Background: an optimization exercise with open tools, aiming at small area. Do not read the settings as production practice.
Only simulation tests tie the RTL to the original design; equivalence was not proved.
Power is estimated from default activity; no workload was simulated.

==> flow/design.v <==
`timescale 1ns / 1ps
`default_nettype none
package rsrt_pkg;
    localparam logic [1:0] REQ_ADD    = 2'd0;
    localparam logic [1:0] REQ_CLEAR  = 2'd1;
    localparam logic [1:0] REQ_SMOOTH = 2'd2;
    localparam logic [1:0] REQ_STEP   = 2'd3;
endpackage
`default_nettype wire
`timescale 1ns / 1ps
`default_nettype none
module rhythm_slot_regularity_tracker_unit (
    input  wire logic        aclk,
    input  wire logic        aresetn,
    input  wire logic        s_valid,
    output logic             s_ready,
    input  wire logic [13:0] s_data,
    output logic             m_valid,
    input  wire logic        m_ready,
    output logic [35:0]      m_data,
    input  wire logic        cfg_valid,
    output logic             cfg_ready,
    input  wire logic [0:0]  cfg_index,
    input  wire logic [15:0] cfg_data
);
    localparam logic [3:0] ST_INIT = 4'd8;
    localparam logic [3:0] ST_IDLE = 4'd9;
    logic [7:0]  hist [16];
    logic [7:0]  refr [16];
    logic [3:0]  pos;
    logic [3:0]  st;
    logic        mv_q;
    logic [7:0]  mean_q;      
    logic [15:0] score_q;     
    logic        c_q;         
    logic [7:0]  act_q;
    logic [7:0]  lim_q;       
    logic        limhi_q;     
    logic [12:0] r_q;         
    logic [4:0]  n_q;         
    logic [7:0]  raw_q;
    logic        dis_q;
    logic [1:0]  case_q;
    logic [7:0]  add_val;     
    function automatic logic gt8(input logic [7:0] a, input logic [7:0] b);
        gt8 = 1'b0;
        for (int i = 0; i < 8; i++) gt8 = (a[i] & ~b[i]) | (~(a[i] ^ b[i]) & gt8);
    endfunction
    wire [1:0] typ  = s_data[13:12];
    wire [3:0] slot = s_data[11:8];
    wire [7:0] amt  = s_data[7:0];
    wire is_add    = (typ == 2'd0);
    wire is_clr    = (typ == 2'd1);
    wire is_smooth = (typ == 2'd2);
    wire is_step   = (typ == 2'd3);
    wire in_init = (st == ST_INIT);
    wire in_idle = (st == ST_IDLE);
    wire in_p0   = (st == 4'd0);
    wire in_p1   = (st == 4'd1);
    wire in_p2   = (st == 4'd2);
    wire in_p3   = (st == 4'd3);
    wire in_p4   = (st == 4'd4);
    wire in_p5   = (st == 4'd5);
    wire in_p6   = (st == 4'd6);
    wire in_p7   = (st == 4'd7);
    wire       p15     = (pos == 4'hF);
    wire [3:0] pos_inc = pos + 4'd1;
    wire       lo_half = !pos[3];
    wire [7:0] h  = hist[0];
    wire [7:0] rr = refr[0];
    wire       nz = (h != 8'd0);
    wire low    = gt8(act_q, mean_q);
    wire active = gt8(mean_q, act_q);
    wire match = (is_step && !low) ? (pos_inc == slot) : (pos == slot);
    wire       h_gt_m  = gt8(h, mean_q);
    wire       kill_lo = in_p3 && nz && !h_gt_m;
    wire       kill_hi = in_p6 && nz && !limhi_q && h_gt_m;
    wire       kill    = kill_lo || kill_hi;
    wire       keep    = in_p6 && nz && !kill_hi;
    wire       hzero    = in_init || (in_p0 && is_clr) || kill;
    wire       hadd     = in_p0 && is_add && match;
    wire [7:0] hist_new = hzero ? 8'd0 : (hadd ? add_val : h);
    wire       step_hit = in_p0 && is_step && match;
    wire       refwr    = in_init || step_hit;
    wire [7:0] ref_new  = refwr ? hist_new : rr;
    wire       h_gt_r  = gt8(h, rr);
    wire       c_empty = !nz && (rr == 8'd0);
    wire       c_hit   = nz && h_gt_r;
    wire       c_miss  = nz && !h_gt_r;
    wire [1:0] case_val = c_empty ? 2'd1 : c_hit ? 2'd2 : c_miss ? 2'd3 : 2'd0;
    wire       step_do = step_hit && !low;
    wire       upd   = case_q != 2'd0;
    wire       dec   = case_q == 2'd3;
    wire       sb    = score_q[0];
    wire       cn    = c_q && (sb ^ dec);
    wire       s_sh  = in_init || (is_step && (in_p1 || in_p2));
    wire       s_new = !in_init && (sb ^ (c_q && in_p2));
    wire [5:0] t     = r_q[12:7];
    wire [5:0] tsub  = {1'b0, t[5:1]} - {1'b0, n_q};
    wire       ge    = (n_q != 5'd0) && !tsub[5];
    wire [4:0] trem  = ge ? {tsub[3:0], t[0]} : t[4:0];
    wire [12:0] div_next = {trem, r_q[6:0], ge};
    wire       kbit   = in_p2 ? !pos[0] : lim_q[pos[2:0]];
    wire       mul    = in_p2 || in_p5;
    wire [8:0] addend = mul ? {1'b0, kbit ? mean_q : 8'd0} : {h, in_p6};
    wire [13:0] sum   = {1'b0, r_q} + {5'd0, addend};
    assign add_val = sum[9] ? 8'hFF : sum[8:1];
    wire sel_idle = in_idle;
    wire sel_acc  = (in_p0 && is_smooth) || keep;
    wire sel_div  = (in_p1 || in_p7) && lo_half;
    wire sel_shr  = mul && lo_half;
    wire sel_clr  = (in_p1 || in_p2 || in_p5) && p15;
    wire sel_hold = !(sel_idle || sel_acc || sel_div || sel_shr || sel_clr);
    wire [12:0] r_next = ({13{sel_idle}} & {4'd0, amt & {8{is_add && s_valid}}, 1'b0})
                       | ({13{sel_acc}}  & sum[12:0])
                       | ({13{sel_div}}  & div_next)
                       | ({13{sel_shr}}  & sum[13:1])
                       | ({13{sel_hold}} & r_q);
    wire go     = in_idle && !mv_q && s_valid && p15;
    wire last   = in_p7 || (in_p0 && (is_add || is_clr)) || (in_p2 && is_step);
    wire commit = p15 && last;
    wire m_ld = (go || (p15 && (in_p2 || in_p3 || in_p5 || in_p7))) && is_smooth;
    wire m_mx = (in_p4 || (in_p0 && is_smooth)) && h_gt_m;
    wire [7:0] m_next = ({8{m_ld}} & r_q[7:0]) | ({8{m_mx}} & h)
                      | ({8{!(m_ld || m_mx)}} & mean_q);
    assign s_ready   = commit;
    assign m_valid   = mv_q;
    assign cfg_ready = 1'b1;
    assign m_data    = {mean_q, raw_q, dis_q, active, score_q, case_q};
    always_ff @(posedge aclk) begin
        for (int i = 0; i < 15; i++) begin
            hist[i] <= hist[i + 1];
            refr[i] <= refr[i + 1];
        end
        hist[15] <= hist_new;
        refr[15] <= ref_new;
        if (s_sh) score_q <= {s_new, score_q[15:1]};
    end
    always_ff @(posedge aclk) begin
        if (!aresetn) begin
            pos     <= 4'd0;
            st      <= ST_INIT;
            mv_q    <= 1'b0;
            mean_q  <= 8'd0;
            act_q   <= 8'd4;
            lim_q   <= 8'hFF;
            limhi_q <= 1'b1;
        end else begin
            pos <= pos_inc;
            if (cfg_valid) begin
                if (cfg_index == 1'b0) begin
                    act_q <= cfg_data[7:0];
                end else begin
                    lim_q   <= cfg_data[7:0];
                    limhi_q <= |cfg_data[15:8];
                end
            end
            if (in_init) begin
                if (p15) st <= ST_IDLE;
            end else if (in_idle) begin
                if (mv_q) begin
                    if (m_ready) mv_q <= 1'b0;
                end else if (go) begin
                    st <= 4'd0;
                end
            end else if (p15) begin
                st <= last ? ST_IDLE : st + 4'd1;
            end
            if (commit) mv_q <= 1'b1;
            mean_q <= m_next;
        end
    end
    always_ff @(posedge aclk) begin
        r_q <= r_next;
        if (in_idle || (in_p5 && p15)) n_q <= 5'd0;
        else if ((in_p0 && is_smooth && nz) || keep) n_q <= n_q + 5'd1;
        if (in_p0 && p15) c_q <= 1'b1;
        else if (in_p1 && p15) c_q <= upd && !cn;
        else c_q <= cn;
        if (go) raw_q <= 8'd0;
        else if (in_p1 && p15) raw_q <= r_q[7:0];
        if (go) dis_q <= 1'b0;
        else if (kill) dis_q <= 1'b1;
        if (go) case_q <= 2'd0;
        else if (step_do) case_q <= case_val;
    end
endmodule
`default_nettype wire
export LEC_CHECK = 0
export CAP_MARGIN = 20
export CORE_MARGIN = 2
export CORE_UTILIZATION = 65
export SLEW_MARGIN = 20
create_clock -name core_clock -period 10.0 [get_ports {aclk}]
standard.sh (not shown) runs the stock make flow with config.mk's settings and CLKGATE_MAP_FILE= SYNTH_SCRIPT=/design/flow/synth_recipe.tcl, a recipe that flattens the netlist after the stock synthesis.
==> flow/flow/run.sh <==
#!/bin/bash
# The standard layout (standard.sh) with three changes:
#  - synthesis leaves adders to ABC (no extract_fa / half- and full-adder
#    cells: ADDER_MAP_FILE is empty) and maps the logic with an
#    area-oriented ABC script (flow/abc_area.script) in place of ORFS's
#    abc_speed.script; registers are mapped exactly as in the standard
#    synthesis (neither step touches them);
#  - port buffers use the smallest buffer cell (sky130_fd_sc_hd__buf_1);
#  - clock tree: larger sink clusters on clkbuf_16, no dummy loads.
# The whole make output is kept in std_flow.log; ORFS's per-step logs are
# under orfs/logs/.
set -euo pipefail
here=$(pwd)
rm -rf "$here/scripts"
cp -r "$FLOW_HOME/scripts" "$here/scripts"
cp "$here/flow/abc_area.script" "$here/scripts/abc_speed.script"
export SCRIPTS_DIR="$here/scripts"
export ADDER_MAP_FILE=""
export BUFFER_PORTS_ARGS="-buffer_cell sky130_fd_sc_hd__buf_1"
export CTS_ARGS="-sink_clustering_enable -repair_clock_nets -sink_clustering_size 28 -sink_clustering_max_diameter 150 -buf_list sky130_fd_sc_hd__clkbuf_16 -root_buf sky130_fd_sc_hd__clkbuf_4 -tree_buf sky130_fd_sc_hd__clkbuf_4 -sink_clustering_buffer sky130_fd_sc_hd__clkbuf_16 -dont_use_dummy_load"
bash standard.sh > std_flow.log 2>&1
==> flow/flow/abc_area.script <==
strash
dc2
dch -f
amap -F 4 -A 8
strash
dch -f
amap -F 4 -A 8
topo
dnsize -c
The first run ran to the end with no violations.
Then changed:
--- a/flow/flow/run.sh
+++ b/flow/flow/run.sh
@@ -20 +20 @@
-export CTS_ARGS="-sink_clustering_enable -repair_clock_nets -sink_clustering_size 28 -sink_clustering_max_diameter 150 -buf_list sky130_fd_sc_hd__clkbuf_16 -root_buf sky130_fd_sc_hd__clkbuf_4 -tree_buf sky130_fd_sc_hd__clkbuf_4 -sink_clustering_buffer sky130_fd_sc_hd__clkbuf_16 -dont_use_dummy_load"
+export CTS_ARGS="-sink_clustering_enable -repair_clock_nets -sink_clustering_size 28 -sink_clustering_max_diameter 150 -buf_list sky130_fd_sc_hd__clkbuf_16 -dont_use_dummy_load"
Outcome: Design area goes up by 0.44%. Flip-flop and latch count stays the same. Non-clock buffer count is lower by 1. Wire length drops by about 0.46%. Sequential share of layout area goes down by 0.30 points. Clock power is higher by 8.3%.

afterwards: timing with drivers on the ports:
The flow's constraints put no driver on any port. The routed layouts listed below were extracted and timed again, unchanged, in two steps. Step 1, drivers: a clkbuf_16 drives aclk and a buf_2 each remaining input, both assumed. Step 2, shift: input delay + t, output delay - t, t = (earliest + latest rising clock arrival at the registers) / 2. This alone moves slack from input paths to output paths. Slacks: ideal / step 1 / step 2; pairs: ideal / step 1.
| run | t, ns | setup slack, ns | worst setup path after step 2 |
|---|---|---|---|
| the first run | 0.663 | 4.242 / 4.242 / 4.079 | input to register |
| the second run | 0.524 | 4.453 / 4.453 / 4.058 | input to register |
After both steps every run listed still meets setup and hold. The setup slack of the second run, which loses most, moves by 0.000 ns with the drivers and by -0.395 ns with both steps.
